Background: an optimization exercise with open tools, aiming at a short achievable clock period and few clock cycles. Do not read the settings as production practice.
The RTL was checked by simulation tests, not by an equivalence proof against the original design.
No activity file was given, so power comes from the tool's default toggle rates.

`flow/run.sh`:
```
#!/bin/bash
# synth_recipe.tcl (not shown) runs the flow's synth.tcl, then flattens the netlist and writes it again
# the make line also repeats each setting of config.mk as NAME=value (left out here)
make -C /OpenROAD-flow-scripts/flow DESIGN_CONFIG=/design/flow/config.mk WORK_HOME=/design/flow/orfs CLKGATE_MAP_FILE= SYNTH_SCRIPT=/design/flow/synth_recipe.tcl finish
```
`flow/config.mk`:
```
export PLATFORM = sky130hd
export DESIGN_NAME = cache_top
export DESIGN_NICKNAME = cache_top
export VERILOG_FILES = /design/flow/design.v
export SDC_FILE = /design/flow/constraint.sdc
export NUM_CORES = 4
export LEC_CHECK = 0
export ABC_CLOCK_PERIOD_IN_PS = 2000
export CAP_MARGIN = 20
export CORE_MARGIN = 2
export CORE_UTILIZATION = 45
export SETUP_SLACK_MARGIN = 5
export SLEW_MARGIN = 20
export TNS_END_PERCENT = 100
```
`flow/constraint.sdc`:
```
create_clock -name core_clock -period 8.0 [get_ports {clk}]
set_input_delay 1.6000 -clock core_clock [delete_from_list [all_inputs] [get_ports {clk}]]
set_output_delay 1.6000 -clock core_clock [all_outputs]
set_load 0.01 [all_outputs]
```
`flow/design.v`:
```
`timescale 1ns/100ps
`default_nettype none
module cache_way #(
    parameter int S_INDEX = 3
) (
    input wire logic clk,
    input wire logic rst_n_i,
    input wire logic [S_INDEX-1:0] index_i,
    input wire logic [31-5-S_INDEX:0] req_tag_i,
    input wire logic [2**S_INDEX-1:0] set_sel_i,
    input wire logic load_i,
    input wire logic [255:0] line_i,
    input wire logic load_dirty_i,
    input wire logic write_i,
    input wire logic [31:0] byte_en_i,
    input wire logic [255:0] wdata_i,
    output logic [255:0] rline_o,
    output logic [31-5-S_INDEX:0] tag_o,
    output logic valid_o,
    output logic dirty_o,
    output logic hit_o
);
    localparam int LINE_BITS = 256;
    localparam int MASK_BITS = LINE_BITS / 8;
    localparam int OFFSET_BITS = 5;
    localparam int TAG_BITS = 32 - OFFSET_BITS - S_INDEX;
    localparam int NUM_SETS = 2 ** S_INDEX;
    logic [LINE_BITS-1:0] data_q [NUM_SETS];
    logic [TAG_BITS-1:0] tag_q [NUM_SETS];
    logic [NUM_SETS-1:0] valid_q;
    logic [NUM_SETS-1:0] dirty_q;
    logic [NUM_SETS-1:0] match;
    logic [NUM_SETS-1:0] index_sel;
    always_comb begin
        for (int s = 0; s < NUM_SETS; s++) begin
            match[s] = valid_q[s] && (tag_q[s] == req_tag_i);
            index_sel[s] = (index_i == S_INDEX'(s));
        end
    end
    assign hit_o = |(match & index_sel);
    always_ff @(posedge clk) begin
        for (int s = 0; s < NUM_SETS; s++) begin
            for (int b = 0; b < MASK_BITS; b++) begin
                if (load_i && set_sel_i[s]) begin
                    data_q[s][8*b +: 8] <= line_i[8*b +: 8];
                end else if (write_i && set_sel_i[s] && byte_en_i[b]) begin
                    data_q[s][8*b +: 8] <= wdata_i[8*b +: 8];
                end
            end
        end
    end
    always_ff @(posedge clk) begin
        for (int s = 0; s < NUM_SETS; s++) begin
            if (load_i && set_sel_i[s]) begin
                tag_q[s] <= req_tag_i;
            end
        end
    end
    always_ff @(posedge clk or negedge rst_n_i) begin
        if (!rst_n_i) begin
            valid_q <= '0;
            dirty_q <= '0;
        end else begin
            for (int s = 0; s < NUM_SETS; s++) begin
                if (load_i && set_sel_i[s]) begin
                    valid_q[s] <= 1'b1;
                    dirty_q[s] <= load_dirty_i;
                end else if (write_i && set_sel_i[s]) begin
                    dirty_q[s] <= 1'b1;
                end
            end
        end
    end
    always_comb begin
        rline_o = data_q[index_i];
        tag_o = tag_q[index_i];
        valid_o = valid_q[index_i];
        dirty_o = dirty_q[index_i];
    end
endmodule
`default_nettype wire
`timescale 1ns/100ps
`default_nettype none
module cache_way_select #(
    parameter int S_INDEX = 3
) (
    input wire logic clk,
    input wire logic rst_n_i,
    input wire logic [S_INDEX-1:0] index_i,
    input wire logic [2**S_INDEX-1:0] set_sel_i,
    input wire logic [255:0] rline0_i,
    input wire logic [255:0] rline1_i,
    input wire logic [31-5-S_INDEX:0] tag0_i,
    input wire logic [31-5-S_INDEX:0] tag1_i,
    input wire logic [1:0] valid_i,
    input wire logic [1:0] dirty_i,
    input wire logic lru_load_i,
    input wire logic lru_way_i,
    output logic victim_o,
    output logic victim_dirty_o,
    output logic [255:0] lru_line_o,
    output logic [31-5:0] victim_line_addr_o
);
    localparam int NUM_SETS = 2 ** S_INDEX;
    logic [NUM_SETS-1:0] lru_q;
    assign victim_o = ~lru_q[index_i];
    assign victim_dirty_o = victim_o ? (valid_i[1] && dirty_i[1]) : (valid_i[0] && dirty_i[0]);
    assign lru_line_o = victim_o ? rline1_i : rline0_i;
    assign victim_line_addr_o = {(victim_o ? tag1_i : tag0_i), index_i};
    always_ff @(posedge clk or negedge rst_n_i) begin
        if (!rst_n_i) begin
            lru_q <= '0;
        end else begin
            for (int s = 0; s < NUM_SETS; s++) begin
                if (lru_load_i && set_sel_i[s]) lru_q[s] <= lru_way_i;
            end
        end
    end
endmodule
`default_nettype wire
`timescale 1ns/100ps
`default_nettype none
module cache_control #(
    parameter int S_INDEX = 3
) (
    input wire logic clk,
    input wire logic rst_n_i,
    input wire logic mem_read_i,
    input wire logic mem_write_i,
    input wire logic [31:0] mem_addr_i,
    input wire logic pmem_resp_i,
    input wire logic [255:0] fill_line_i,
    input wire logic [1:0] hit_i,
    input wire logic victim_i,
    input wire logic victim_dirty_i,
    input wire logic [255:0] rline0_i,
    input wire logic [255:0] rline1_i,
    input wire logic [255:0] lru_line_i,
    input wire logic [31-5:0] victim_line_addr_i,
    output logic [2**S_INDEX-1:0] set_sel_o,
    output logic [1:0] load_o,
    output logic [255:0] load_line_o,
    output logic [1:0] write_o,
    output logic lru_load_o,
    output logic lru_way_o,
    output logic [255:0] mem_rdata_o,
    output logic mem_resp_o,
    output logic pmem_read_o,
    output logic pmem_write_o,
    output logic [31:0] pmem_address_o,
    output logic [255:0] pmem_wdata_o
);
    localparam int OFFSET_BITS = 5;
    localparam int NUM_SETS = 2 ** S_INDEX;
    logic resp_q;
    logic wb_q;
    logic rd_q;
    logic [1:0] load_q;
    logic [1:0] write_q;
    logic lru_load_q;
    logic lru_way_q;
    logic [NUM_SETS-1:0] set_sel_q;
    logic [255:0] rdata_q;
    logic [255:0] fill_q;
    logic [255:0] wdata_q;
    logic [31-OFFSET_BITS:0] paddr_q;
    logic idle;
    logic req;
    logic hit;
    logic fill;
    logic [S_INDEX-1:0] index;
    assign req = mem_read_i || mem_write_i;
    assign idle = !resp_q && !wb_q && !rd_q;
    assign hit = |hit_i;
    assign fill = rd_q && pmem_resp_i;
    assign index = mem_addr_i[OFFSET_BITS +: S_INDEX];
    always_ff @(posedge clk or negedge rst_n_i) begin
        if (!rst_n_i) begin
            resp_q <= 1'b0;
            wb_q <= 1'b0;
            rd_q <= 1'b0;
            load_q <= '0;
            write_q <= '0;
            lru_load_q <= 1'b0;
        end else begin
            resp_q <= 1'b0;
            load_q <= '0;
            write_q <= '0;
            lru_load_q <= 1'b0;
            if (idle && req) begin
                if (hit) begin
                    resp_q <= 1'b1;
                    lru_load_q <= 1'b1;
                    write_q <= mem_write_i ? hit_i : 2'b00;
                end else if (victim_dirty_i) begin
                    wb_q <= 1'b1;
                end else begin
                    rd_q <= 1'b1;
                end
            end
            if (wb_q && pmem_resp_i) begin
                wb_q <= 1'b0;
                rd_q <= 1'b1;
            end
            if (fill) begin
                rd_q <= 1'b0;
                resp_q <= 1'b1;
                lru_load_q <= 1'b1;
                load_q <= victim_i ? 2'b10 : 2'b01;
            end
        end
    end
    always_ff @(posedge clk) begin
        for (int s = 0; s < NUM_SETS; s++) set_sel_q[s] <= (index == S_INDEX'(s));
        lru_way_q <= rd_q ? victim_i : hit_i[1];
        wdata_q <= lru_line_i;
        paddr_q <= (victim_dirty_i && !rd_q && !(wb_q && pmem_resp_i)) ? victim_line_addr_i
                                                                         : mem_addr_i[31:OFFSET_BITS];
        rdata_q <= rd_q ? fill_line_i : (hit_i[1] ? rline1_i : rline0_i);
        fill_q <= fill_line_i;
    end
    assign set_sel_o = set_sel_q;
    assign load_o = load_q;
    assign load_line_o = fill_q;
    assign write_o = write_q;
    assign lru_load_o = lru_load_q;
    assign lru_way_o = lru_way_q;
    assign mem_rdata_o = rdata_q;
    assign mem_resp_o = resp_q;
    assign pmem_read_o = rd_q;
    assign pmem_write_o = wb_q;
    assign pmem_address_o = {paddr_q, OFFSET_BITS'(0)};
    assign pmem_wdata_o = wdata_q;
endmodule
`default_nettype wire
`timescale 1ns/100ps
`default_nettype none
module cache_top #(
    parameter int S_INDEX = 3
) (
    input wire logic clk,
    input wire logic rst_n_i,
    input wire logic mem_read_i,
    input wire logic mem_write_i,
    input wire logic [31:0] mem_addr_i,
    input wire logic [31:0] mem_byte_enable_i,
    input wire logic [255:0] mem_wdata_i,
    output logic [255:0] mem_rdata_o,
    output logic mem_resp_o,
    output logic pmem_read_o,
    output logic pmem_write_o,
    output logic [31:0] pmem_address_o,
    output logic [255:0] pmem_wdata_o,
    input wire logic [255:0] pmem_rdata_i,
    input wire logic pmem_resp_i
);
    localparam int TAG_BITS = 32 - 5 - S_INDEX;
    localparam int MASK_BITS = 32;
    logic [S_INDEX-1:0] index;
    logic [TAG_BITS-1:0] req_tag;
    logic victim;
    logic victim_dirty;
    logic lru_load;
    logic lru_way;
    logic [1:0] load;
    logic [255:0] load_line;
    logic [2**S_INDEX-1:0] set_sel;
    logic [1:0] write;
    logic [255:0] fill_line;
    logic [255:0] lru_line;
    logic [31-5:0] victim_line_addr;
    logic [255:0] rline [2];
    logic [TAG_BITS-1:0] tag [2];
    logic [1:0] valid;
    logic [1:0] dirty;
    logic [1:0] way_hit;
    assign index = mem_addr_i[5 +: S_INDEX];
    assign req_tag = mem_addr_i[31 -: TAG_BITS];
    always_comb begin
        for (int b = 0; b < MASK_BITS; b++) begin
            fill_line[8*b +: 8] = (mem_write_i && mem_byte_enable_i[b]) ? mem_wdata_i[8*b +: 8]
                                                                         : pmem_rdata_i[8*b +: 8];
        end
    end
    cache_control #(.S_INDEX(S_INDEX)) cache_control_i (
        .clk, .rst_n_i,
        .mem_read_i, .mem_write_i, .mem_addr_i, .pmem_resp_i, .fill_line_i(fill_line),
        .hit_i(way_hit), .victim_i(victim), .victim_dirty_i(victim_dirty),
        .rline0_i(rline[0]), .rline1_i(rline[1]),
        .lru_line_i(lru_line), .victim_line_addr_i(victim_line_addr),
        .set_sel_o(set_sel), .load_o(load), .load_line_o(load_line), .write_o(write),
        .lru_load_o(lru_load), .lru_way_o(lru_way),
        .mem_rdata_o, .mem_resp_o, .pmem_read_o, .pmem_write_o, .pmem_address_o, .pmem_wdata_o
    );
    for (genvar w = 0; w < 2; w++) begin : g_way
        cache_way #(.S_INDEX(S_INDEX)) cache_way_i (
            .clk, .rst_n_i,
            .index_i(index), .req_tag_i(req_tag), .set_sel_i(set_sel),
            .load_i(load[w]), .line_i(load_line), .load_dirty_i(mem_write_i),
            .write_i(write[w]), .byte_en_i(mem_byte_enable_i), .wdata_i(mem_wdata_i),
            .rline_o(rline[w]), .tag_o(tag[w]), .valid_o(valid[w]), .dirty_o(dirty[w]),
            .hit_o(way_hit[w])
        );
    end
    cache_way_select #(.S_INDEX(S_INDEX)) cache_way_select_i (
        .clk, .rst_n_i, .index_i(index), .set_sel_i(set_sel),
        .rline0_i(rline[0]), .rline1_i(rline[1]), .tag0_i(tag[0]), .tag1_i(tag[1]),
        .valid_i(valid), .dirty_i(dirty), .lru_load_i(lru_load), .lru_way_i(lru_way),
        .victim_o(victim), .victim_dirty_o(victim_dirty),
        .lru_line_o(lru_line), .victim_line_addr_o(victim_line_addr)
    );
endmodule
`default_nettype wire
```
==> report_table.html, run 1 <==
<table>
<tr><th>Metric</th><th>Value</th></tr>
<tr><th colspan="2">Run status</th></tr>
<tr><td>Run status</td><td>no timing/DRC/antenna violations</td></tr>
<tr><th colspan="2">Clock network</th></tr>
<tr><td>Maximum level of the CTS H-tree</td><td>6</td></tr>
<tr><td>Clock tree from TritonCTS</td><td>done</td></tr>
<tr><td>Clk buf depth</td><td>4</td></tr>
<tr><td>Clock transition time at the flip-flop clock pins of the worst setup and hold paths</td><td>60 ps</td></tr>
<tr><td>Hold-fix buffer count after cts</td><td>0</td></tr>
<tr><td>Sinks on the clock net</td><td>5331</td></tr>
<tr><td>Clock root buffer</td><td>sky130_fd_sc_hd__clkbuf_16</td></tr>
<tr><td>Later-pin clock latency in the skew report</td><td>1160 ps</td></tr>
<tr><td>Number of buffers inserted during clock tree synthesis</td><td>597</td></tr>
<tr><th colspan="2">Final layout</th></tr>
<tr><td>Number of fill cells</td><td>47467</td></tr>
<tr><td>Core Util, Final</td><td>53.1%</td></tr>
<tr><td>Share of post-route cells with drive strength above 1</td><td>40.3%</td></tr>
<tr><td>Synth-to-layout area growth</td><td>17.7%</td></tr>
<tr><td>Final non-filler cell area</td><td>302000 µm²</td></tr>
<tr><td>Final layout net count</td><td>19505</td></tr>
<tr><td>Commonest cells after routing, fill and taps aside</td><td>4821 x sky130_fd_sc_hd__mux2_2, 4480 x sky130_fd_sc_hd__edfxtp_1, 1929 x sky130_fd_sc_hd__nand2_1</td></tr>
<tr><td>Most frequent standard cell in the layout excluding fill and tap cells</td><td>sky130_fd_sc_hd__mux2_2</td></tr>
<tr><th colspan="2">Synth</th></tr>
<tr><td>Commonest register cell after synthesis</td><td>sky130_fd_sc_hd__edfxtp_1</td></tr>
<tr><td>Post-synth ARST share</td><td>0.882%</td></tr>
<tr><td>Synth area leader</td><td>sky130_fd_sc_hd__edfxtp_1</td></tr>
<tr><td>Mapped Area</td><td>256000 µm²</td></tr>
<tr><td>Top cells by area in the synthesized netlist</td><td>sky130_fd_sc_hd__edfxtp_1 52%, sky130_fd_sc_hd__mux2_2 21%, sky130_fd_sc_hd__dfxtp_1 6.3%</td></tr>
<tr><td>Fraction of the yosys area taken by sequential cells</td><td>59.2%</td></tr>
<tr><td>Number of flops mapped to enable cells by yosys</td><td>4480</td></tr>
<tr><td>Area fraction of the dominant cell type after synthesis</td><td>52.5%</td></tr>
<tr><td>Post-synthesis sequential element count</td><td>5331</td></tr>
<tr><td>Mean post-synth cell area</td><td>13.8 µm²</td></tr>
<tr><td>Number of cells produced by synthesis</td><td>18506</td></tr>
<tr><td>Number of warnings printed during yosys synthesis</td><td>8</td></tr>
<tr><td>Distinct cell type count of the synthesized netlist</td><td>68</td></tr>
<tr><th colspan="2">Timing</th></tr>
<tr><td>Normalized max-slew margin</td><td>16.4%</td></tr>
<tr><td>Clock tree skew after final layout</td><td>64.2 ps</td></tr>
<tr><td>Setup repair after global routing missed its margin</td><td>true</td></tr>
<tr><td>Final worst setup slack</td><td>4490 ps</td></tr>
<tr><td>Achievable clock frequency</td><td>0.285 GHz</td></tr>
<tr><td>Tmin final</td><td>3510 ps</td></tr>
<tr><td>Worst slack on hold paths</td><td>507 ps</td></tr>
<tr><td>Final number of max-transition violations</td><td>0</td></tr>
<tr><td>Hold violation count in the final report</td><td>0</td></tr>
<tr><td>Tcrit/Tclk final</td><td>43.9%</td></tr>
<tr><td>Final setup viols</td><td>0</td></tr>
<tr><td>Sum of negative setup slack</td><td>0 ps</td></tr>
<tr><td>Worst-Margin Slew</td><td>1250 ps</td></tr>
<tr><th colspan="2">Critical path</th></tr>
<tr><td>Worst path arrival time</td><td>1910 ps</td></tr>
<tr><td>Worst setup path category</td><td>flop to output pin</td></tr>
<tr><td>Maximum cell stage delay along the critical path</td><td>590 ps</td></tr>
<tr><td>Worst-path cell with the longest stage delay</td><td>sky130_fd_sc_hd__dfrtp_4</td></tr>
<tr><td>Data required time of the worst path</td><td>6400 ps</td></tr>
<tr><td>Critical Path Sink Type</td><td>output pin</td></tr>
<tr><td>Cell-by-cell trace of the critical path</td><td>buf_6</td></tr>
<tr><td>Kind of cell adding the most delay to the critical path</td><td>flip-flops</td></tr>
<tr><td>Worst Path Max Fanout</td><td>2</td></tr>
<tr><td>CP bufs+invs</td><td>1</td></tr>
<tr><td>CP startpoint kind</td><td>flop</td></tr>
<tr><th colspan="2">Floorplanning</th></tr>
<tr><td>Core Area</td><td>568000 µm²</td></tr>
<tr><td>I/O pin cnt</td><td>1128</td></tr>
<tr><td>Row Count</td><td>277</td></tr>
<tr><td>Initial cell density of the core</td><td>45.1%</td></tr>
<tr><td>Die boundary width</td><td>759 µm</td></tr>
<tr><td>Die outline area</td><td>576000 µm²</td></tr>
<tr><td>Die H</td><td>759 µm</td></tr>
<tr><th colspan="2">Detailed routing</th></tr>
<tr><td>Ratio of routed vias to standard cells</td><td>6.65</td></tr>
<tr><td>Drt pass-1 iters</td><td>9</td></tr>
<tr><td>Antenna-violating nets left</td><td>0</td></tr>
<tr><td>Drt first-iter violations</td><td>27341</td></tr>
<tr><td>Average wire per cell in the routed design</td><td>41.1 µm</td></tr>
<tr><td>Remaining routing DRC violations</td><td>0</td></tr>
<tr><td>Detailed-route wire length</td><td>1110000 µm</td></tr>
<tr><td>Vias post-DR</td><td>179949</td></tr>
<tr><th colspan="2">Place</th></tr>
<tr><td>Weighted congestion at the end of routability-driven global placement</td><td>0.878</td></tr>
<tr><td>Placed wire-length estimate after detailed placement</td><td>595000 µm</td></tr>
<tr><td>Number of port buffers</td><td>1117</td></tr>
<tr><td>Placement-stage cell area</td><td>273000 µm²</td></tr>
<tr><td>Post-Place Worst Slack</td><td>2020 ps</td></tr>
<tr><th colspan="2">Global route</th></tr>
<tr><td>Vias in the first global route</td><td>169469</td></tr>
<tr><td>Global-route wire length before repair</td><td>1460000 µm</td></tr>
<tr><td>Total congestion overflow after global routing</td><td>0</td></tr>
<tr><td>Initial antenna violation count</td><td>109</td></tr>
<tr><td>GR Util All Layers</td><td>36.8%</td></tr>
<tr><td>Pin count of the biggest net entering global routing</td><td>137</td></tr>
<tr><th colspan="2">Pwr</th></tr>
<tr><td>Pwr per Cell Area</td><td>252 nW/µm²</td></tr>
<tr><td>Largest voltage drop on the vdd net</td><td>0.269 mV</td></tr>
<tr><td>Comb pwr share</td><td>18.3%</td></tr>
<tr><td>Internal</td><td>53.9 mW</td></tr>
<tr><td>Switching part of the total</td><td>29.1%</td></tr>
<tr><td>Switching power</td><td>22.1 mW</td></tr>
<tr><td>Share of power burned in registers</td><td>45.4%</td></tr>
<tr><td>Total leakage power</td><td>104 nW</td></tr>
<tr><td>Clock Power Share</td><td>36.3%</td></tr>
<tr><th colspan="2">Run</th></tr>
<tr><td>Maxcap violations</td><td>0</td></tr>
<tr><th colspan="2">Min path</th></tr>
<tr><td>Hold/Removal Path Class</td><td>flop to flop</td></tr>
</table>
==> power groups by stage <==
stage / clock, mW / sequential [mW] / combinational [mW]
floorplan: 0 / 34.0 / 6.32
global placement: 0 / 34.5 / 12.4
detailed placement: 0 / 34.5 / 12.5
CTS: 27.6 / 34.3 / 13.0
global route: 28.6 / 34.5 / 14.4
finish: 27.6 / 34.5 / 13.9
==> synthesized netlist by cell type (8+ instances only) <==
master	count
sky130_fd_sc_hd__nand4_1	99
sky130_fd_sc_hd__o221a_2	33
sky130_fd_sc_hd__inv_1	13
sky130_fd_sc_hd__o2bb2ai_1	84
sky130_fd_sc_hd__nand2b_1	21
sky130_fd_sc_hd__a211oi_1	20
sky130_fd_sc_hd__nand3_1	42
sky130_fd_sc_hd__mux2_2	4845
sky130_fd_sc_hd__mux4_2	190
sky130_fd_sc_hd__a31oi_1	94
sky130_fd_sc_hd__nor3_1	40
sky130_fd_sc_hd__clkbuf_1	1618
sky130_fd_sc_hd__a21boi_0	84
sky130_fd_sc_hd__nor2_1	357
sky130_fd_sc_hd__dfrtp_1	47
sky130_fd_sc_hd__xnor2_1	384
sky130_fd_sc_hd__nor2b_1	38
sky130_fd_sc_hd__nor4_1	22
sky130_fd_sc_hd__mux2_1	23
sky130_fd_sc_hd__o221ai_1	195
sky130_fd_sc_hd__nand2_1	1973
sky130_fd_sc_hd__a21oi_1	300
sky130_fd_sc_hd__buf_1	90
sky130_fd_sc_hd__o22a_1	161
sky130_fd_sc_hd__a221oi_1	209
sky130_fd_sc_hd__buf_4	66
sky130_fd_sc_hd__a222oi_1	21
sky130_fd_sc_hd__dfxtp_1	804
sky130_fd_sc_hd__clkinv_1	16
sky130_fd_sc_hd__o21ai_0	540
sky130_fd_sc_hd__mux2i_1	504
sky130_fd_sc_hd__a22oi_1	478
sky130_fd_sc_hd__and2_1	19
sky130_fd_sc_hd__o211ai_1	8
sky130_fd_sc_hd__a22o_1	95
sky130_fd_sc_hd__buf_2	167
sky130_fd_sc_hd__o21a_1	103
sky130_fd_sc_hd__o22ai_1	148
sky130_fd_sc_hd__edfxtp_1	4480
==> state kept, by name, indices dropped and copies added (netlist names), 2 cells and up <==
signal / cells
cache_control_i.load_q: 2
cache_control_i.write_q: 2
g_way.cache_way_i.tag_q: 384
cache_control_i.set_sel_q: 8
cache_control_i.rdata_q: 256
g_way.cache_way_i.dirty_q: 16
cache_control_i.wdata_q: 256
cache_way_select_i.lru_q: 8
cache_control_i.paddr_q: 27
g_way.cache_way_i.valid_q: 16
cache_control_i.fill_q: 256
g_way.cache_way_i.data_q: 4096
==> final timing paths <==
path / start / to / slack, ps / cells past startpoint
max in group asynchronous: rst_n_i / cache_control_i.rd_q / 6840 / 2
setup / recovery: cache_control_i.rd_q / pmem_read_o / 4490 / 1
hold / removal: g_way[1].cache_way_i.valid_q[4] / g_way[1].cache_way_i.valid_q[4] / 510 / 1
hold reg to reg: g_way[1].cache_way_i.valid_q[4] / g_way[1].cache_way_i.valid_q[4] / 510 / 1
setup reg to reg: cache_control_i.load_q[1] / g_way[1].cache_way_i.data_q[7][106] / 4750 / 4
min in group asynchronous: rst_n_i / cache_way_select_i.lru_q[4] / 580 / 2
==> stage by stage <==
stage,cells,power [mW]
after global placement,25511,47.0
after detailed placement,25511,47.0
after floorplan,18510,40.3
final,27061,76.0
after global routing,26984,77.6
after CTS,26893,74.9
==> per-layer routing <==
metal	vias up	global-route usage, %	share of wire [%]
met5	-	0	0.031
met4	52	19.7	6.2
met1	92486	49.4	38
met2	13210	54.3	43
met3	2679	10.2	13
li1	71522	-	-
==> cells by family (layout without fill, tap and decap cells) <==
family,count (synthesis),in the layout,synth area share (%)
AOI/OAI and AO/OA,2618,2618,7.19
xor gates and xnor gates,384,384,1.31
buffers and inverters,1978,2890,3.09
DFF,5331,5331,59.2
muxes,5562,5565,25.0
other,1,101,0.00146
and+or+nand+nor,2632,2639,4.14
==> repair_timing <==
item	4_1_cts	5_1_grt
setup buffers	182	44
setup endpoints to repair	7374	1452
cloned	93	28
resized for setup	3676	519
pin swaps	37	16
==> cell type report <==
cell class | instances | area, µm² | share of cell area (%)
multi-input combinational | 11211 | 98300 | 32.6
clock buffer | 860 | 16900 | 5.59
sequential | 5331 | 153000 | 50.6
clock inverter | 247 | 2410 | 0.799
timing repair buffer | 1737 | 21100 | 7.00
tap | 7533 | 9430 | 3.13
antenna | 96 | 240 | 0.0797
inverter | 31 | 435 | 0.144
timing repair inverter | 15 | 131 | 0.0436
Testbench counts, summed over its fixed seeds: cycles 146,094.
==> run 2: changes to the inputs <==
--- a/flow/design.v
+++ b/flow/design.v
@@ -157,2 +157,13 @@
     logic rd_q;
+    logic resp_n_q;
+    logic wb_n_q;
+    logic rd_n_q;
+    logic resp_d;
+    logic wb_d;
+    logic rd_d;
+    logic wb;
+    logic rd;
+    logic [1:0] load_d;
+    logic [1:0] write_d;
+    logic lru_load_d;
     logic [1:0] load_q;
@@ -172,6 +183,37 @@
     assign req = mem_read_i || mem_write_i;
-    assign idle = !resp_q && !wb_q && !rd_q;
+    assign wb = !wb_n_q;
+    assign rd = !rd_n_q;
+    assign idle = resp_n_q && wb_n_q && rd_n_q;
     assign hit = |hit_i;
-    assign fill = rd_q && pmem_resp_i;
+    assign fill = rd && pmem_resp_i;
     assign index = mem_addr_i[OFFSET_BITS +: S_INDEX];
+    always_comb begin
+        resp_d = 1'b0;
+        wb_d = wb;
+        rd_d = rd;
+        write_d = '0;
+        lru_load_d = 1'b0;
+        load_d = '0;
+        if (idle && req) begin
+            if (hit) begin
+                resp_d = 1'b1;
+                lru_load_d = 1'b1;
+                write_d = mem_write_i ? hit_i : 2'b00;
+            end else if (victim_dirty_i) begin
+                wb_d = 1'b1;
+            end else begin
+                rd_d = 1'b1;
+            end
+        end
+        if (wb && pmem_resp_i) begin
+            wb_d = 1'b0;
+            rd_d = 1'b1;
+        end
+        if (fill) begin
+            rd_d = 1'b0;
+            resp_d = 1'b1;
+            lru_load_d = 1'b1;
+            load_d = victim_i ? 2'b10 : 2'b01;
+        end
+    end
     always_ff @(posedge clk or negedge rst_n_i) begin
@@ -181,2 +223,5 @@
             rd_q <= 1'b0;
+            resp_n_q <= 1'b1;
+            wb_n_q <= 1'b1;
+            rd_n_q <= 1'b1;
             load_q <= '0;
@@ -185,27 +230,11 @@
         end else begin
-            resp_q <= 1'b0;
-            load_q <= '0;
-            write_q <= '0;
-            lru_load_q <= 1'b0;
-            if (idle && req) begin
-                if (hit) begin
-                    resp_q <= 1'b1;
-                    lru_load_q <= 1'b1;
-                    write_q <= mem_write_i ? hit_i : 2'b00;
-                end else if (victim_dirty_i) begin
-                    wb_q <= 1'b1;
-                end else begin
-                    rd_q <= 1'b1;
-                end
-            end
-            if (wb_q && pmem_resp_i) begin
-                wb_q <= 1'b0;
-                rd_q <= 1'b1;
-            end
-            if (fill) begin
-                rd_q <= 1'b0;
-                resp_q <= 1'b1;
-                lru_load_q <= 1'b1;
-                load_q <= victim_i ? 2'b10 : 2'b01;
-            end
+            resp_q <= resp_d;
+            wb_q <= wb_d;
+            rd_q <= rd_d;
+            resp_n_q <= !resp_d;
+            wb_n_q <= !wb_d;
+            rd_n_q <= !rd_d;
+            load_q <= load_d;
+            write_q <= write_d;
+            lru_load_q <= lru_load_d;
         end
@@ -214,7 +243,7 @@
         for (int s = 0; s < NUM_SETS; s++) set_sel_q[s] <= (index == S_INDEX'(s));
-        lru_way_q <= rd_q ? victim_i : hit_i[1];
+        lru_way_q <= rd ? victim_i : hit_i[1];
         wdata_q <= lru_line_i;
-        paddr_q <= (victim_dirty_i && !rd_q && !(wb_q && pmem_resp_i)) ? victim_line_addr_i
+        paddr_q <= (victim_dirty_i && !rd && !(wb && pmem_resp_i)) ? victim_line_addr_i
                                                                          : mem_addr_i[31:OFFSET_BITS];
-        rdata_q <= rd_q ? fill_line_i : (hit_i[1] ? rline1_i : rline0_i);
+        rdata_q <= rd ? fill_line_i : (hit_i[1] ? rline1_i : rline0_i);
         fill_q <= fill_line_i;
==> run 2 against run 1 <==
Count of clock-buffer cells in the layout unchanged. Sequential share of layout area down 0.13 points. Combinational power down 3%. Worst setup slack better by 56 ps. Area after synthesis is 0.71% lower. Largest cell class unchanged. Critical path type is now input port to flop. Still clean.
==> report_table.html, run 2 <==
<table>
<tr><th>Metric</th><th>Value</th></tr>
<tr><th colspan="2">Final layout</th></tr>
<tr><td>Synth-to-layout area growth</td><td>18.8%</td></tr>
<tr><td>Final standard cell count with taps included and fillers excluded</td><td>26980 (-0.30%)</td></tr>
<tr><td>Top register by number of flip-flops</td><td>g_way.cache_way_i.data_q</td></tr>
<tr><td>Share of post-route cells with drive strength above 1</td><td>40.7% (+0.36 points)</td></tr>
<tr><td>Number of fill cells</td><td>47044 (-0.89%)</td></tr>
<tr><td>Number of flip-flops under the largest register name</td><td>4096 (unchanged)</td></tr>
<tr><td>Most frequent standard cell in the layout excluding fill and tap cells</td><td>sky130_fd_sc_hd__mux2_2</td></tr>
<tr><td>Final layout net count</td><td>19443 (-0.32%)</td></tr>
<tr><td>Leading registers by flop count</td><td>g_way.cache_way_i.data_q (4096), g_way.cache_way_i.tag_q (384)</td></tr>
<tr><td>Commonest cells after routing, fill and taps aside</td><td>4602 x sky130_fd_sc_hd__mux2_2, 4480 x sky130_fd_sc_hd__edfxtp_1, 1331 x sky130_fd_sc_hd__nand2_1</td></tr>
<tr><th colspan="2">Clock network</th></tr>
<tr><td>Later-pin clock latency in the skew report</td><td>1170 ps (about the same)</td></tr>
<tr><td>Sinks on the clock net</td><td>5334 (+0.056%)</td></tr>
<tr><td>Number of buffers inserted during clock tree synthesis</td><td>602 (+0.84%)</td></tr>
<tr><td>Clock root buffer</td><td>sky130_fd_sc_hd__clkbuf_16</td></tr>
<tr><td>Clk buf depth</td><td>4 (unchanged)</td></tr>
<tr><td>Clock transition time at the flip-flop clock pins of the worst setup and hold paths</td><td>60 ps (about the same)</td></tr>
<tr><td>Maximum level of the CTS H-tree</td><td>6 (unchanged)</td></tr>
<tr><td>Clock tree from TritonCTS</td><td>done</td></tr>
<tr><td>Hold-fix buffer count after cts</td><td>0 (unchanged)</td></tr>
<tr><th colspan="2">Critical path</th></tr>
<tr><td>Worst path arrival time</td><td>4530 ps (+2620 ps)</td></tr>
<tr><td>Worst Path Max Fanout</td><td>7 (+5)</td></tr>
<tr><td>Worst setup path category</td><td>input port to flop</td></tr>
<tr><td>CP startpoint kind</td><td>input port</td></tr>
<tr><td>Data required time of the worst path</td><td>9080 ps (+2680 ps)</td></tr>
<tr><td>Critical Path Sink Type</td><td>flop</td></tr>
<tr><th colspan="2">Synth</th></tr>
<tr><td>Area fraction of the dominant cell type after synthesis</td><td>52.9% (+0.37 points)</td></tr>
<tr><td>Number of flops mapped to enable cells by yosys</td><td>4480 (unchanged)</td></tr>
<tr><td>Mean post-synth cell area</td><td>13.8 µm² (-0.56%)</td></tr>
<tr><td>Dominant combinational cell family by area after synthesis</td><td>multiplexers</td></tr>
<tr><td>Post-synthesis sequential element count</td><td>5334 (+0.056%)</td></tr>
<tr><td>Post-synthesis adder-cell area fraction</td><td>0% (unchanged)</td></tr>
<tr><td>Post-synth ARST share</td><td>0.937% (+0.056 points)</td></tr>
<tr><td>Top cells by area in the synthesized netlist</td><td>sky130_fd_sc_hd__edfxtp_1 53%, sky130_fd_sc_hd__mux2_2 21%, sky130_fd_sc_hd__dfxtp_1 6.3%</td></tr>
<tr><td>Post-synthesis compound-gate area fraction</td><td>8.62% (+1.4 points)</td></tr>
<tr><td>Fraction of the yosys area taken by sequential cells</td><td>59.7% (+0.45 points)</td></tr>
<tr><td>Number of cells produced by synthesis</td><td>18479 (-0.15%)</td></tr>
<tr><td>Distinct cell type count of the synthesized netlist</td><td>63 (-7.4%)</td></tr>
<tr><td>Simple-gate share of the synthesized area</td><td>3.68% (-0.46 points)</td></tr>
<tr><td>Mapped Area</td><td>254000 µm² (-0.71%)</td></tr>
<tr><td>Most common cell in the netlist</td><td>sky130_fd_sc_hd__mux2_2</td></tr>
<tr><td>Commonest register cell after synthesis</td><td>sky130_fd_sc_hd__edfxtp_1</td></tr>
<tr><td>Post-synthesis mux area share</td><td>23.5% (-1.6 points)</td></tr>
<tr><td>Post-synthesis share of cell area spent on xor and xnor gates</td><td>1.32% (+0.0059 points)</td></tr>
<tr><td>Number of warnings printed during yosys synthesis</td><td>8 (unchanged)</td></tr>
<tr><td>Top post-synthesis cells by count</td><td>4704 x sky130_fd_sc_hd__mux2_2, 4480 x sky130_fd_sc_hd__edfxtp_1, 1576 x sky130_fd_sc_hd__clkbuf_1, 1376 x sky130_fd_sc_hd__nand2_1, 804 x sky130_fd_sc_hd__dfxtp_1</td></tr>
<tr><td>Synth area leader</td><td>sky130_fd_sc_hd__edfxtp_1</td></tr>
<tr><th colspan="2">Place</th></tr>
<tr><td>Number of instances in the placed design</td><td>25403 (-0.42%)</td></tr>
<tr><td>Number of port buffers</td><td>1117 (unchanged)</td></tr>
<tr><td>Placed wire-length estimate after detailed placement</td><td>581000 µm (-2.4%)</td></tr>
<tr><td>Weighted congestion at the end of routability-driven global placement</td><td>0.883 (+0.60%)</td></tr>
<tr><th colspan="2">Timing</th></tr>
<tr><td>Tcrit/Tclk final</td><td>43.2% (-0.70 points)</td></tr>
<tr><td>Hold violation count in the final report</td><td>0 (unchanged)</td></tr>
<tr><td>Setup repair after global routing missed its margin</td><td>true</td></tr>
<tr><td>Clock tree skew after final layout</td><td>59.3 ps (-4.92 ps)</td></tr>
<tr><td>Final setup viols</td><td>0 (unchanged)</td></tr>
<tr><td>Normalized max-slew margin</td><td>13.2% (-3.3 points)</td></tr>
<tr><td>Final number of max-transition violations</td><td>0 (unchanged)</td></tr>
<tr><td>Worst-Margin Slew</td><td>1300 ps (+45.2 ps)</td></tr>
<tr><td>Tmin final</td><td>3460 ps (-56.3 ps)</td></tr>
<tr><td>Sum of negative setup slack</td><td>0 ps (unchanged)</td></tr>
<tr><td>Achievable clock frequency</td><td>0.289 GHz (+1.6%)</td></tr>
<tr><td>Worst slack on hold paths</td><td>504 ps (-2.72 ps)</td></tr>
<tr><th colspan="2">Floorplanning</th></tr>
<tr><td>Row Count</td><td>276 (-0.36%)</td></tr>
<tr><td>Core Area</td><td>564000 µm² (-0.67%)</td></tr>
<tr><td>Die boundary width</td><td>756 µm (-0.35%)</td></tr>
<tr><td>Die outline area</td><td>571000 µm² (-0.70%)</td></tr>
<tr><td>I/O pin cnt</td><td>1128 (unchanged)</td></tr>
<tr><td>Die H</td><td>756 µm (-0.35%)</td></tr>
<tr><td>Initial cell density of the core</td><td>45.1% (about the same)</td></tr>
<tr><th colspan="2">Detailed routing</th></tr>
<tr><td>Antenna-violating nets left</td><td>0 (unchanged)</td></tr>
<tr><td>Remaining routing DRC violations</td><td>0 (unchanged)</td></tr>
<tr><td>Drt pass-1 iters</td><td>10 (+1)</td></tr>
<tr><td>Drt first-iter violations</td><td>26908 (-1.6%)</td></tr>
<tr><td>Ratio of routed vias to standard cells</td><td>6.71 (+0.92%)</td></tr>
<tr><td>Average wire per cell in the routed design</td><td>41.3 µm (+0.58%)</td></tr>
<tr><td>Detailed-route wire length</td><td>1110000 µm (+0.28%)</td></tr>
<tr><td>Vias post-DR</td><td>181054 (+0.61%)</td></tr>
<tr><th colspan="2">Global route</th></tr>
<tr><td>Pin count of the biggest net entering global routing</td><td>121 (-12%)</td></tr>
<tr><td>Vias in the first global route</td><td>170786 (+0.78%)</td></tr>
<tr><td>GR Util All Layers</td><td>37.3% (+0.47 points)</td></tr>
<tr><td>Global-route wire length before repair</td><td>1480000 µm (+1.0%)</td></tr>
<tr><td>Initial antenna violation count</td><td>106 (-2.8%)</td></tr>
<tr><td>Total congestion overflow after global routing</td><td>0 (unchanged)</td></tr>
<tr><th colspan="2">Pwr</th></tr>
<tr><td>Pwr per Cell Area</td><td>250 nW/µm² (-0.61%)</td></tr>
<tr><td>Total leakage power</td><td>102 nW (-2.3%)</td></tr>
<tr><td>Largest voltage drop on the vdd net</td><td>0.305 mV (+13%)</td></tr>
<tr><th colspan="2">Min path</th></tr>
<tr><td>Hold/Removal Path Class</td><td>flop to flop</td></tr>
<tr><th colspan="2">Run status</th></tr>
<tr><td>Run status</td><td>no timing/DRC/antenna violations</td></tr>
<tr><th colspan="2">Run</th></tr>
<tr><td>Maxcap violations</td><td>0 (unchanged)</td></tr>
</table>
[run 2: changes by cell type after synthesis, moves of 141 or more]
| cell | delta |
|---|---|
| sky130_fd_sc_hd__nor2_1 | +246 |
| sky130_fd_sc_hd__a221oi_1 | +220 |
| sky130_fd_sc_hd__mux2_2 | -141 |
| sky130_fd_sc_hd__a21oi_1 | +401 |
| sky130_fd_sc_hd__nand2_1 | -597 |
| sky130_fd_sc_hd__a22o_1 | +183 |
[run 2: power breakdown]
group	internal [mW]	leakage [nW]	switching (mW)	total [mW]
clock	15.7	9.50	12.3	27.9
combinational	5.80	44.6	7.69	13.5
sequential	32.5	47.7	1.79	34.3
[run 2: cell families after synthesis]
| logic type | Yosys count |
|---|---|
| multiplexers | 5288 |
| other | 1 |
| flip-flops | 5334 |
| XOR/XNOR | 383 |
| AO/OA/AOI/OAI | 3157 |
| AND/OR/NAND/NOR | 2294 |
| buffers and inverters | 2022 |
[run 2: path summary, 6_finish.rpt]
check,start,to,slack (ps),depth (start not counted)
setup / recovery,mem_addr_i[7],cache_control_i.rdata_q[114],4540,16
hold / removal,g_way[0].cache_way_i.valid_q[3],g_way[0].cache_way_i.valid_q[3],500,1
setup reg to reg,g_way[1].cache_way_i.tag_q[0][21],cache_control_i.rdata_q[114],4850,12
hold reg to reg,g_way[0].cache_way_i.valid_q[3],g_way[0].cache_way_i.valid_q[3],500,1
max in group asynchronous,rst_n_i,cache_control_i.load_q[0],6820,2
min in group asynchronous,rst_n_i,cache_control_i.wb_q,550,2
[run 2: worst max-delay path: stages]
cell and delay (ps):
sky130_fd_sc_hd__buf_16 130, sky130_fd_sc_hd__buf_6 130, sky130_fd_sc_hd__nor2_4 170, sky130_fd_sc_hd__nand2_8 140, sky130_fd_sc_hd__inv_16 80, sky130_fd_sc_hd__nand4_1 180, sky130_fd_sc_hd__nor3_4 460, sky130_fd_sc_hd__a22oi_2 170
sky130_fd_sc_hd__nand4_4 110, sky130_fd_sc_hd__buf_12 180, sky130_fd_sc_hd__buf_12 120, sky130_fd_sc_hd__buf_16 110, sky130_fd_sc_hd__buf_12 160, sky130_fd_sc_hd__buf_16 200, sky130_fd_sc_hd__mux2_4 390, sky130_fd_sc_hd__a21oi_2 120
[run 2: what timing repair did]
| action | CTS | global route |
|---|---|---|
| resized for setup | 3731 | 385 |
| cloned | 132 | 14 |
| pin swaps | 104 | 42 |
| endpoints found under the hold margin | 0 | 0 |
| setup buffers | 186 | 29 |
| endpoints found under the setup margin | 7597 | 2233 |
[run 2: final cells by class]
class                      count  area [µm²]  share of cell area [%]
antenna                       98         245                  0.0811
clock buffer                 860       17000                    5.63
clock inverter               258        2520                   0.834
inverter                      33         469                   0.155
multi-input combinational  11140       98000                    32.4
sequential                  5334      153000                    50.5
tap                         7506        9390                    3.11
timing repair buffer        1735       22000                    7.27
timing repair inverter        16         140                  0.0463
[run 2: layer usage]
layer / track usage, % / vias up / part of all wire (%)
met5: 0.177 / - / 0.043
met3: 10.3 / 2775 / 12
li1: - / 71822 / -
met2: 55.8 / 13547 / 44
met1: 48.8 / 92852 / 37
met4: 21.3 / 58 / 6.3
[run 2: metrics by stage]
stage / worst slack [ps] / total power [mW] / cell area, µm² / utilization [%]
CTS: 4540 / 74.9 / 300000 / 53.2
floorplan: 4430 / 40.1 / 257000 / -
global placement: 1300 / 46.5 / 272000 / 48.2
global route: 4580 / 77.3 / 302000 / 53.6
finish: 4540 / 75.7 / 302000 / 53.6
detailed placement: 1300 / 46.5 / 272000 / 48.2
Testbench counts of run 2, summed over its fixed seeds: cycles 146,094.
==> run 3: changes to the inputs <==
--- a/flow/config.mk
+++ b/flow/config.mk
@@ -10,3 +10,3 @@
 export CORE_MARGIN = 2
-export CORE_UTILIZATION = 45
+export CORE_UTILIZATION = 55
 export SETUP_SLACK_MARGIN = 5
==> run 3 against run 2 <==
Critical path depth down 12. Die area down 18%. Clock skew down 19 ps.
==> report_table.html, run 3 <==
<table>
<tr><th>Metric</th><th>Value</th></tr>
<tr><th colspan="2">Critical path</th></tr>
<tr><td>Worst-path cell with the longest stage delay</td><td>sky130_fd_sc_hd__and2_4</td></tr>
<tr><td>Worst Setup SP</td><td>cache_control_i.write_q[1]</td></tr>
<tr><td>Maximum cell stage delay along the critical path</td><td>860 ps (+400 ps)</td></tr>
<tr><td>Worst path arrival time</td><td>4140 ps (-390 ps)</td></tr>
<tr><td>CP dominant cell by count</td><td>sky130_fd_sc_hd__nand2_1</td></tr>
<tr><td>Data required time of the worst path</td><td>8740 ps (-340 ps)</td></tr>
<tr><td>Critical R2R Launch</td><td>cache_control_i.write_q[1]</td></tr>
<tr><td>Cell-by-cell trace of the critical path</td><td>and2_4 &gt; buf_6 &gt; nand2_1 &gt; nand2_1</td></tr>
<tr><td>Critical Path Sink Type</td><td>flop</td></tr>
<tr><td>Worst setup path category</td><td>flop to flop</td></tr>
<tr><td>CP startpoint kind</td><td>flop</td></tr>
<tr><td>Worst Path Max Fanout</td><td>18 (+11)</td></tr>
<tr><th colspan="2">Timing</th></tr>
<tr><td>Worst slack on hold paths</td><td>502 ps (-2.29 ps)</td></tr>
<tr><td>Worst-Margin Slew</td><td>1200 ps (-94.2 ps)</td></tr>
<tr><td>Achievable clock frequency</td><td>0.294 GHz (+1.5%)</td></tr>
<tr><td>Tmin final</td><td>3400 ps (-51.9 ps)</td></tr>
<tr><td>Sum of negative setup slack</td><td>0 ps (unchanged)</td></tr>
<tr><td>Hold violation count in the final report</td><td>0 (unchanged)</td></tr>
<tr><td>Final number of max-transition violations</td><td>0 (unchanged)</td></tr>
<tr><td>Clock tree skew after final layout</td><td>40.1 ps (-19.2 ps)</td></tr>
<tr><td>Normalized max-slew margin</td><td>19.5% (+6.3 points)</td></tr>
<tr><td>Final setup viols</td><td>0 (unchanged)</td></tr>
<tr><td>Setup repair after global routing missed its margin</td><td>true</td></tr>
<tr><td>Tcrit/Tclk final</td><td>42.6% (-0.65 points)</td></tr>
<tr><th colspan="2">Global route</th></tr>
<tr><td>Global-route wire length before repair</td><td>1430000 µm (-3.1%)</td></tr>
<tr><td>Total congestion overflow after global routing</td><td>0 (unchanged)</td></tr>
<tr><td>Vias in the first global route</td><td>169849 (-0.55%)</td></tr>
<tr><td>Pin count of the biggest net entering global routing</td><td>114 (-5.8%)</td></tr>
<tr><td>Initial antenna violation count</td><td>99 (-6.6%)</td></tr>
<tr><td>GR Util All Layers</td><td>44.0% (+6.6 points)</td></tr>
<tr><th colspan="2">Clock network</th></tr>
<tr><td>Clock root buffer</td><td>sky130_fd_sc_hd__clkbuf_16</td></tr>
<tr><td>Number of buffers inserted during clock tree synthesis</td><td>589 (-2.2%)</td></tr>
<tr><td>Later-pin clock latency in the skew report</td><td>1140 ps (-30 ps)</td></tr>
<tr><td>Clock transition time at the flip-flop clock pins of the worst setup and hold paths</td><td>70 ps (about the same)</td></tr>
<tr><td>Clock tree from TritonCTS</td><td>done</td></tr>
<tr><td>Clk buf depth</td><td>4 (unchanged)</td></tr>
<tr><td>Sinks on the clock net</td><td>5334 (unchanged)</td></tr>
<tr><td>Maximum level of the CTS H-tree</td><td>6 (unchanged)</td></tr>
<tr><td>Hold-fix buffer count after cts</td><td>0 (unchanged)</td></tr>
<tr><th colspan="2">Final layout</th></tr>
<tr><td>Most frequent standard cell in the layout excluding fill and tap cells</td><td>sky130_fd_sc_hd__mux2_2</td></tr>
<tr><td>Core Util, Final</td><td>64.6% (+11 points)</td></tr>
<tr><td>Leading registers by flop count</td><td>g_way.cache_way_i.data_q (4096), g_way.cache_way_i.tag_q (384)</td></tr>
<tr><td>Share of post-route cells with drive strength above 1</td><td>39.6% (-1.1 points)</td></tr>
<tr><td>Commonest cells after routing, fill and taps aside</td><td>4602 x sky130_fd_sc_hd__mux2_2, 4480 x sky130_fd_sc_hd__edfxtp_1, 1333 x sky130_fd_sc_hd__nand2_1</td></tr>
<tr><td>Multi-input combinational cell area</td><td>97600 µm² (-0.33%)</td></tr>
<tr><td>Synth-to-layout area growth</td><td>16.9%</td></tr>
<tr><td>Sequential cell area</td><td>153000 µm² (about the same)</td></tr>
<tr><td>Number of flip-flops under the largest register name</td><td>4096 (unchanged)</td></tr>
<tr><td>Final layout net count</td><td>19344 (-0.51%)</td></tr>
<tr><td>Number of fill cells</td><td>34753 (-26%)</td></tr>
<tr><td>Final standard cell count with taps included and fillers excluded</td><td>25520 (-5.4%)</td></tr>
<tr><td>Top register by number of flip-flops</td><td>g_way.cache_way_i.data_q</td></tr>
<tr><th colspan="2">Synth</th></tr>
<tr><td>Post-synth ARST share</td><td>0.937% (unchanged)</td></tr>
<tr><td>Number of cells produced by synthesis</td><td>18479 (unchanged)</td></tr>
<tr><td>Most common cell in the netlist</td><td>sky130_fd_sc_hd__mux2_2</td></tr>
<tr><td>Distinct cell type count of the synthesized netlist</td><td>63 (unchanged)</td></tr>
<tr><td>Synth area leader</td><td>sky130_fd_sc_hd__edfxtp_1</td></tr>
<tr><td>Number of warnings printed during yosys synthesis</td><td>8 (unchanged)</td></tr>
<tr><td>Top cells by area in the synthesized netlist</td><td>sky130_fd_sc_hd__edfxtp_1 53%, sky130_fd_sc_hd__mux2_2 21%, sky130_fd_sc_hd__dfxtp_1 6.3%</td></tr>
<tr><td>Top post-synthesis cells by count</td><td>4704 x sky130_fd_sc_hd__mux2_2, 4480 x sky130_fd_sc_hd__edfxtp_1, 1576 x sky130_fd_sc_hd__clkbuf_1, 1376 x sky130_fd_sc_hd__nand2_1, 804 x sky130_fd_sc_hd__dfxtp_1</td></tr>
<tr><td>Mean post-synth cell area</td><td>13.8 µm² (unchanged)</td></tr>
<tr><td>Commonest register cell after synthesis</td><td>sky130_fd_sc_hd__edfxtp_1</td></tr>
<tr><td>Area fraction of the dominant cell type after synthesis</td><td>52.9% (unchanged)</td></tr>
<tr><td>Mapped Area</td><td>254000 µm² (unchanged)</td></tr>
<tr><td>Post-synthesis sequential element count</td><td>5334 (unchanged)</td></tr>
<tr><td>Fraction of the yosys area taken by sequential cells</td><td>59.7% (unchanged)</td></tr>
<tr><td>Number of flops mapped to enable cells by yosys</td><td>4480 (unchanged)</td></tr>
<tr><th colspan="2">Min path</th></tr>
<tr><td>Hold/Removal Path Class</td><td>flop to flop</td></tr>
<tr><td>Hold Path Origin</td><td>g_way[1].cache_way_i.valid_q[0]</td></tr>
<tr><th colspan="2">Place</th></tr>
<tr><td>Number of port buffers</td><td>1117 (unchanged)</td></tr>
<tr><td>Weighted congestion at the end of routability-driven global placement</td><td>0.912 (+3.2%)</td></tr>
<tr><td>Placed wire-length estimate after detailed placement</td><td>561000 µm (-3.5%)</td></tr>
<tr><td>Number of instances in the placed design</td><td>24028 (-5.4%)</td></tr>
<tr><th colspan="2">Floorplanning</th></tr>
<tr><td>Die boundary width</td><td>684 µm (-9.5%)</td></tr>
<tr><td>Die outline area</td><td>468000 µm² (-18%)</td></tr>
<tr><td>Row Count</td><td>249 (-9.8%)</td></tr>
<tr><td>Initial cell density of the core</td><td>55.3% (+10 points)</td></tr>
<tr><td>Die H</td><td>684 µm (-9.5%)</td></tr>
<tr><td>Core Area</td><td>460000 µm² (-18%)</td></tr>
<tr><td>I/O pin cnt</td><td>1128 (unchanged)</td></tr>
<tr><th colspan="2">Run</th></tr>
<tr><td>Maxcap violations</td><td>0 (unchanged)</td></tr>
<tr><th colspan="2">Detailed routing</th></tr>
<tr><td>Drt first-iter violations</td><td>29286 (+8.8%)</td></tr>
<tr><td>Detailed-route wire length</td><td>1070000 µm (-3.8%)</td></tr>
<tr><td>Ratio of routed vias to standard cells</td><td>7.12 (+6.1%)</td></tr>
<tr><td>Vias post-DR</td><td>181675 (+0.34%)</td></tr>
<tr><td>Average wire per cell in the routed design</td><td>42.0 µm (+1.7%)</td></tr>
<tr><td>Remaining routing DRC violations</td><td>0 (unchanged)</td></tr>
<tr><td>Antenna-violating nets left</td><td>0 (unchanged)</td></tr>
<tr><td>Drt pass-1 iters</td><td>8 (-2)</td></tr>
<tr><th colspan="2">Run status</th></tr>
<tr><td>Run status</td><td>no timing/DRC/antenna violations</td></tr>
<tr><th colspan="2">Pwr</th></tr>
<tr><td>Total leakage power</td><td>100 nW (-1.4%)</td></tr>
<tr><td>Largest voltage drop on the vdd net</td><td>0.371 mV (+22%)</td></tr>
<tr><td>Total power</td><td>74.0 mW (-2.2%)</td></tr>
<tr><td>Pwr per Cell Area</td><td>249 nW/µm² (-0.59%)</td></tr>
</table>
[run 3: area by class of cell]
class | instances | share of cell area (%)
Tap cell | 6149 | 2.59
Inverter | 33 | 0.147
Sequential cell | 5334 | 51.3
Timing Repair inverter | 14 | 0.0412
Multi-Input combinational cell | 11138 | 32.8
Clock buffer | 915 | 5.78
Antenna cell | 129 | 0.109
Timing Repair Buffer | 1653 | 6.87
Clock inverter | 155 | 0.343
[run 3: cell families after synthesis]
logic type / after synthesis / share of synthesized area, %
other: 1 / 0.00147
AND/OR/NAND/NOR: 2294 / 3.68
AO/OA/AOI/OAI: 3157 / 8.62
multiplexers: 5288 / 23.5
flip-flops: 5334 / 59.7
XOR/XNOR: 383 / 1.32
buffers and inverters: 2022 / 3.23
[run 3: path summary, 6_finish.rpt]
check / endpoint / slack (ps) / cells after the start
max in group asynchronous: cache_control_i.load_q[1] / 6700 / 2
max reg2reg: g_way[1].cache_way_i.data_q[3][43] / 4600 / 4
max: g_way[1].cache_way_i.data_q[3][43] / 4600 / 4
min in group asynchronous: g_way[1].cache_way_i.valid_q[1] / 660 / 2
min: g_way[1].cache_way_i.valid_q[0] / 500 / 1
min reg2reg: g_way[1].cache_way_i.valid_q[0] / 500 / 1
[run 3: power breakdown]
group,switching (mW),internal [mW]
Sequential,1.80,32.5
Combinational,7.56,5.64
Clock,11.5,15.1
[run 3: per-layer routing]
metal	part of all wire [%]	up-vias	track usage, %	routed length [µm]
met5	0.036	-	0.0816	390
met4	7.2	42	28.5	77100
met3	13	3024	11.5	141000
met2	44	14919	64.8	467000
met1	36	92086	57.7	387000
li1	-	71604	-	-
[run 3: worst max-delay path: cells and delay by family (launching register included)]
| family | cells | cell delay (ps) |
|---|---|---|
| and+or+nand+nor | 3 | 1540 |
| DFF | 1 | 850 |
| buffers and inverters | 1 | 550 |
[run 3: what timing repair did]
action / 4_1_cts / 5_1_grt
gates resized for setup: 3463 / 426
endpoints found under the setup margin: 7013 / 2147
cloned: 108 / 19
buffers inserted: 138 / 28
pin swaps: 46 / 64
[run 3: stage by stage]
stage	instance area (µm²)	setup slack, ps
2_1_floorplan	257000	4430
3_3_place_gp	270000	1870
3_5_place_dp	270000	2220
4_1_cts	295000	4660
5_1_grt	297000	4700
6_report	297000	4600
==> run 4: changes to the inputs <==
--- a/flow/design.v
+++ b/flow/design.v
@@ -247,3 +247,3 @@
                                                                          : mem_addr_i[31:OFFSET_BITS];
-        rdata_q <= rd ? fill_line_i : (hit_i[1] ? rline1_i : rline0_i);
+        rdata_q <= hit_i[1] ? rline1_i : (rd ? fill_line_i : rline0_i);
         fill_q <= fill_line_i;
==> run 4 against run 3 <==
Still clean on timing, DRC and antenna. Register-to-register slack improved by 170 ps. Synthesized cell count is 0.54% higher. Die area shrank 0.23%. Clock skew is 2.9 ps lower. Clock power about the same. Maximum frequency is 0.74% higher. Largest cell class unchanged.
==> report_table.html, run 4 <==
<table>
<tr><th>Metric</th><th>Value</th></tr>
<tr><th colspan="2">Final layout</th></tr>
<tr><td>Leading registers by flop count</td><td>g_way.cache_way_i.data_q (4096), g_way.cache_way_i.tag_q (384)</td></tr>
<tr><td>Most frequent standard cell in the layout excluding fill and tap cells</td><td>sky130_fd_sc_hd__mux2_2</td></tr>
<tr><td>Final layout net count</td><td>19610 (+1.4%)</td></tr>
<tr><td>Share of post-route cells with drive strength above 1</td><td>38.3% (-1.3 points)</td></tr>
<tr><td>Top register by number of flip-flops</td><td>g_way.cache_way_i.data_q</td></tr>
<tr><td>Synth-to-layout area growth</td><td>17.7%</td></tr>
<tr><td>Commonest cells after routing, fill and taps aside</td><td>4491 x sky130_fd_sc_hd__mux2_2, 4480 x sky130_fd_sc_hd__edfxtp_1, 1689 x sky130_fd_sc_hd__nand2_1</td></tr>
<tr><td>Number of flip-flops under the largest register name</td><td>4096 (unchanged)</td></tr>
<tr><th colspan="2">Timing</th></tr>
<tr><td>Worst slack on hold paths</td><td>511 ps (+8.56 ps)</td></tr>
<tr><td>Tcrit/Tclk final</td><td>42.2% (-0.31 points)</td></tr>
<tr><td>Final number of max-transition violations</td><td>0 (unchanged)</td></tr>
<tr><td>Normalized max-slew margin</td><td>5.70% (-14 points)</td></tr>
<tr><td>Hold violation count in the final report</td><td>0 (unchanged)</td></tr>
<tr><td>Achievable clock frequency</td><td>0.296 GHz (+0.74%)</td></tr>
<tr><td>Worst-Margin Slew</td><td>1410 ps (+210 ps)</td></tr>
<tr><td>Final setup viols</td><td>0 (unchanged)</td></tr>
<tr><td>Setup repair after global routing missed its margin</td><td>true</td></tr>
<tr><td>Sum of negative setup slack</td><td>0 ps (unchanged)</td></tr>
<tr><td>Tmin final</td><td>3380 ps (-24.9 ps)</td></tr>
<tr><td>Clock tree skew after final layout</td><td>37.2 ps (-2.94 ps)</td></tr>
<tr><td>Final worst setup slack</td><td>4620 ps (+24.9 ps)</td></tr>
<tr><th colspan="2">Floorplanning</th></tr>
<tr><td>Die boundary width</td><td>683 µm (-0.12%)</td></tr>
<tr><td>Die outline area</td><td>467000 µm² (-0.23%)</td></tr>
<tr><td>Core Area</td><td>460000 µm² (about the same)</td></tr>
<tr><td>Die H</td><td>683 µm (-0.12%)</td></tr>
<tr><td>Row Count</td><td>249 (unchanged)</td></tr>
<tr><td>I/O pin cnt</td><td>1128 (unchanged)</td></tr>
<tr><td>Initial cell density of the core</td><td>55.2% (-0.093 points)</td></tr>
<tr><th colspan="2">Detailed routing</th></tr>
<tr><td>Remaining routing DRC violations</td><td>0 (unchanged)</td></tr>
<tr><td>Detailed-route wire length</td><td>1120000 µm (+4.1%)</td></tr>
<tr><td>Antenna-violating nets left</td><td>0 (unchanged)</td></tr>
<tr><td>Drt pass-1 iters</td><td>8 (unchanged)</td></tr>
<tr><td>Drt first-iter violations</td><td>30768 (+5.1%)</td></tr>
<tr><td>Average wire per cell in the routed design</td><td>43.3 µm (+3.2%)</td></tr>
<tr><td>Vias post-DR</td><td>185646 (+2.2%)</td></tr>
<tr><td>Ratio of routed vias to standard cells</td><td>7.21 (+1.2%)</td></tr>
<tr><th colspan="2">Global route</th></tr>
<tr><td>Global-route wire length before repair</td><td>1450000 µm (+1.3%)</td></tr>
<tr><td>Vias in the first global route</td><td>172209 (+1.4%)</td></tr>
<tr><td>Total congestion overflow after global routing</td><td>0 (unchanged)</td></tr>
<tr><td>Pin count of the biggest net entering global routing</td><td>139 (+22%)</td></tr>
<tr><td>GR Util All Layers</td><td>44.6% (+0.66 points)</td></tr>
<tr><td>Initial antenna violation count</td><td>105 (+6.1%)</td></tr>
<tr><th colspan="2">Pwr</th></tr>
<tr><td>Switching power</td><td>21.4 mW (+2.9%)</td></tr>
<tr><td>Switching part of the total</td><td>28.4% (+0.29 points)</td></tr>
<tr><td>Total leakage power</td><td>102 nW (+1.7%)</td></tr>
<tr><td>Pwr per Cell Area</td><td>252 nW/µm² (+1.3%)</td></tr>
<tr><td>Clock Power Share</td><td>35.7% (-0.2 points)</td></tr>
<tr><td>Share of power burned in registers</td><td>46.0% (-0.3 points)</td></tr>
<tr><td>Comb pwr share</td><td>18.2% (+0.4 points)</td></tr>
<tr><td>Total power</td><td>75.4 mW (+1.8%)</td></tr>
<tr><td>Largest voltage drop on the vdd net</td><td>0.333 mV (-10%)</td></tr>
<tr><td>Internal</td><td>54.0 mW (+1.4%)</td></tr>
<tr><th colspan="2">Critical path</th></tr>
<tr><td>Data required time of the worst path</td><td>6400 ps (-2340 ps)</td></tr>
<tr><td>Worst-path cell with the longest stage delay</td><td>sky130_fd_sc_hd__dfrtp_2</td></tr>
<tr><td>Worst Path Max Fanout</td><td>1 (-17)</td></tr>
<tr><td>Critical R2R Launch</td><td>cache_control_i.load_q[0]</td></tr>
<tr><td>Worst setup path category</td><td>flop to output pin</td></tr>
<tr><td>Maximum cell stage delay along the critical path</td><td>500 ps (-360 ps)</td></tr>
<tr><td>Kind of cell adding the most delay to the critical path</td><td>flip-flops</td></tr>
<tr><td>Worst path arrival time</td><td>1780 ps (-2360 ps)</td></tr>
<tr><td>Worst Setup SP</td><td>cache_control_i.wb_q</td></tr>
<tr><td>CP startpoint kind</td><td>flop</td></tr>
<tr><td>CP bufs+invs</td><td>1 (unchanged)</td></tr>
<tr><td>Cell-by-cell trace of the critical path</td><td>buf_6</td></tr>
<tr><td>Critical Path Sink Type</td><td>output pin</td></tr>
<tr><th colspan="2">Synth</th></tr>
<tr><td>Number of cells produced by synthesis</td><td>18579 (+0.54%)</td></tr>
<tr><td>Commonest register cell after synthesis</td><td>sky130_fd_sc_hd__edfxtp_1</td></tr>
<tr><td>Number of flops mapped to enable cells by yosys</td><td>4480 (unchanged)</td></tr>
<tr><td>Top cells by area in the synthesized netlist</td><td>sky130_fd_sc_hd__edfxtp_1 53%, sky130_fd_sc_hd__mux2_2 20%, sky130_fd_sc_hd__dfxtp_1 6.3%</td></tr>
<tr><td>Most common cell in the netlist</td><td>sky130_fd_sc_hd__mux2_2</td></tr>
<tr><td>Synth area leader</td><td>sky130_fd_sc_hd__edfxtp_1</td></tr>
<tr><td>Post-synthesis sequential element count</td><td>5334 (unchanged)</td></tr>
<tr><td>Post-synth ARST share</td><td>0.937% (unchanged)</td></tr>
<tr><td>Top post-synthesis cells by count</td><td>4495 x sky130_fd_sc_hd__mux2_2, 4480 x sky130_fd_sc_hd__edfxtp_1, 1726 x sky130_fd_sc_hd__nand2_1, 1618 x sky130_fd_sc_hd__clkbuf_1, 804 x sky130_fd_sc_hd__dfxtp_1</td></tr>
<tr><td>Distinct cell type count of the synthesized netlist</td><td>66 (+4.8%)</td></tr>
<tr><td>Mapped Area</td><td>254000 µm² (-0.24%)</td></tr>
<tr><td>Mean post-synth cell area</td><td>13.7 µm² (-0.77%)</td></tr>
<tr><td>Fraction of the yosys area taken by sequential cells</td><td>59.8% (+0.14 points)</td></tr>
<tr><td>Area fraction of the dominant cell type after synthesis</td><td>53.0% (+0.13 points)</td></tr>
<tr><td>Number of warnings printed during yosys synthesis</td><td>8 (unchanged)</td></tr>
<tr><th colspan="2">Clock network</th></tr>
<tr><td>Clock tree from TritonCTS</td><td>done</td></tr>
<tr><td>Sinks on the clock net</td><td>5334 (unchanged)</td></tr>
<tr><td>Clock root buffer</td><td>sky130_fd_sc_hd__clkbuf_16</td></tr>
<tr><td>Number of buffers inserted during clock tree synthesis</td><td>581 (-1.4%)</td></tr>
<tr><td>Maximum level of the CTS H-tree</td><td>6 (unchanged)</td></tr>
<tr><td>Later-pin clock latency in the skew report</td><td>1140 ps (about the same)</td></tr>
<tr><td>Clk buf depth</td><td>4 (unchanged)</td></tr>
<tr><td>Clock transition time at the flip-flop clock pins of the worst setup and hold paths</td><td>60 ps (about the same)</td></tr>
<tr><th colspan="2">Run</th></tr>
<tr><td>Maxcap violations</td><td>0 (unchanged)</td></tr>
<tr><th colspan="2">Place</th></tr>
<tr><td>Number of port buffers</td><td>1117 (unchanged)</td></tr>
<tr><td>Placed wire-length estimate after detailed placement</td><td>570000 µm (+1.6%)</td></tr>
<tr><td>Weighted congestion at the end of routability-driven global placement</td><td>0.872 (-4.3%)</td></tr>
<tr><td>Post-Place Worst Slack</td><td>2070 ps (-151 ps)</td></tr>
<tr><th colspan="2">Min path</th></tr>
<tr><td>Hold Path Origin</td><td>cache_way_select_i.lru_q[3]</td></tr>
<tr><td>Hold/Removal Path Class</td><td>flop to flop</td></tr>
<tr><th colspan="2">Run status</th></tr>
<tr><td>Run status</td><td>no timing/DRC/antenna violations</td></tr>
</table>
==> run 4: cell count changes after synthesis, moves of 80 or more <==
cell	change
sky130_fd_sc_hd__a21oi_1	-323
sky130_fd_sc_hd__a221oi_1	-143
sky130_fd_sc_hd__a22o_1	-80
sky130_fd_sc_hd__a22oi_1	+195
sky130_fd_sc_hd__mux2_2	-209
sky130_fd_sc_hd__nand2_1	+350
sky130_fd_sc_hd__nor2_1	-463
sky130_fd_sc_hd__o211ai_1	+249
sky130_fd_sc_hd__o21ai_0	+167
sky130_fd_sc_hd__o21ai_1	+129
sky130_fd_sc_hd__o221ai_1	-81
sky130_fd_sc_hd__o22ai_1	+214
==> run 4: kinds of logic (layout without fill, tap and decap cells) <==
| logic type | after synthesis | in the layout | share of synthesized area (%) |
|---|---|---|---|
| DFF | 5334 | 5334 | 59.8 |
| muxes | 5047 | 5048 | 22.4 |
| AOI/OAI and AO/OA | 3534 | 3534 | 9.59 |
| and+or+nand+nor | 2217 | 2229 | 3.62 |
| buffers and inverters | 2062 | 2975 | 3.27 |
| xor gates and xnor gates | 384 | 384 | 1.32 |
| other | 1 | 111 | 0.00148 |
==> run 4: power by group through the flow <==
| stage | Combinational, mW | Clock [mW] | Sequential (mW) |
|---|---|---|---|
| global route | 14.1 | 27.9 | 34.7 |
| floorplan | 6.32 | 0 | 34.0 |
| finish | 13.7 | 26.9 | 34.7 |
| global placement | 12.1 | 0 | 34.7 |
| CTS | 12.7 | 26.8 | 34.5 |
| detailed placement | 12.3 | 0 | 34.7 |
==> run 4: final cells by class <==
type	count	area (µm²)
antenna	106	265
clock buffer	900	17200
clock inverter	163	1280
fill	34603	161000
inverter	37	497
multi-input combinational	11200	95800
sequential	5334	153000
tap	6149	7690
timing repair buffer	1856	23200
timing repair inverter	19	171
==> run 4: final timing paths <==
check	end	slack [ps]	depth (start not counted)
setup / recovery	pmem_write_o	4620	1
hold / removal	cache_way_select_i.lru_q[3]	510	1
setup reg to reg	g_way[0].cache_way_i.data_q[5][237]	4770	4
hold reg to reg	cache_way_select_i.lru_q[3]	510	1
max in group asynchronous	cache_control_i.load_q[0]	6850	2
min in group asynchronous	g_way[1].cache_way_i.dirty_q[4]	610	2
==> run 4: layer usage <==
metal  up-vias  track usage [%]  share of wire, %
met5         -                0             0.041
met4        44             28.8               7.6
met3      3381             12.7                14
met2     15362             65.1                43
met1     94248             58.6                35
li1      72611                -                 -
==> run 4: per-stage QoR <==
stage | cells | area [µm²] | util, %
floorplan | 18583 | 255000 | -
global placement | 24111 | 268000 | 58.3
detailed placement | 24111 | 268000 | 58.3
CTS | 25449 | 294000 | 63.8
global route | 25680 | 299000 | 65.0
finish | 25764 | 299000 | 65.0
==> run 4: repair_timing <==
action,in CTS,in global routing
buffers inserted,154,133
pin swaps,37,51
hold buffers,0,0
gates cloned,121,75
setup endpoints to repair,6654,2634
resized for setup,3529,556
==> run 4: worst register-to-register path, stage by stage (launching register included) <==
cell,delay [ps]
sky130_fd_sc_hd__dfrtp_4,690
sky130_fd_sc_hd__nand2_8,400
sky130_fd_sc_hd__inv_16,490
sky130_fd_sc_hd__bufbuf_16,990
sky130_fd_sc_hd__mux2_2,400
Testbench counts of run 4, summed over its fixed seeds: cycles 146,094.

[what the ideal ports hide]
No port has a modelled driver above. Below, the same layouts with a new extraction and two added sets of constraints.
Step 1: set_driving_cell puts a clkbuf_16 on clk and a buf_2 on each other input, an assumption about the parent block.
Step 2 moves the port delays by t, midway between the first and last clock arrival at a register: inputs arrive t later, outputs are due t later. That takes back most of the time a late clock gives input paths.
Three values: ideal ports, drivers, drivers and shift; two values: the first two.
run	t (ns)	slack for setup (ns)	hold WS [ns]	worst data-port slew with drivers (ns)	cell pins on the clock port's net
run 1	1.283	4.487 / 4.343 / 3.122	0.507 / 0.507 / 0.507	0.40	1
run 2	1.280	4.543 / 4.462 / 3.220	0.504 / 0.465 / 0.504	0.46	1
run 3	1.257	4.595 / 4.398 / 3.140	0.502 / 0.502 / 0.502	0.58	1
run 4	1.257	4.620 / 4.316 / 3.059	0.511 / 0.494 / 0.511	0.56	1
After both steps every run listed still meets setup and hold. For run 4, which loses most, drivers alone change the setup slack by -0.304 ns; drivers and shift together by -1.561 ns.
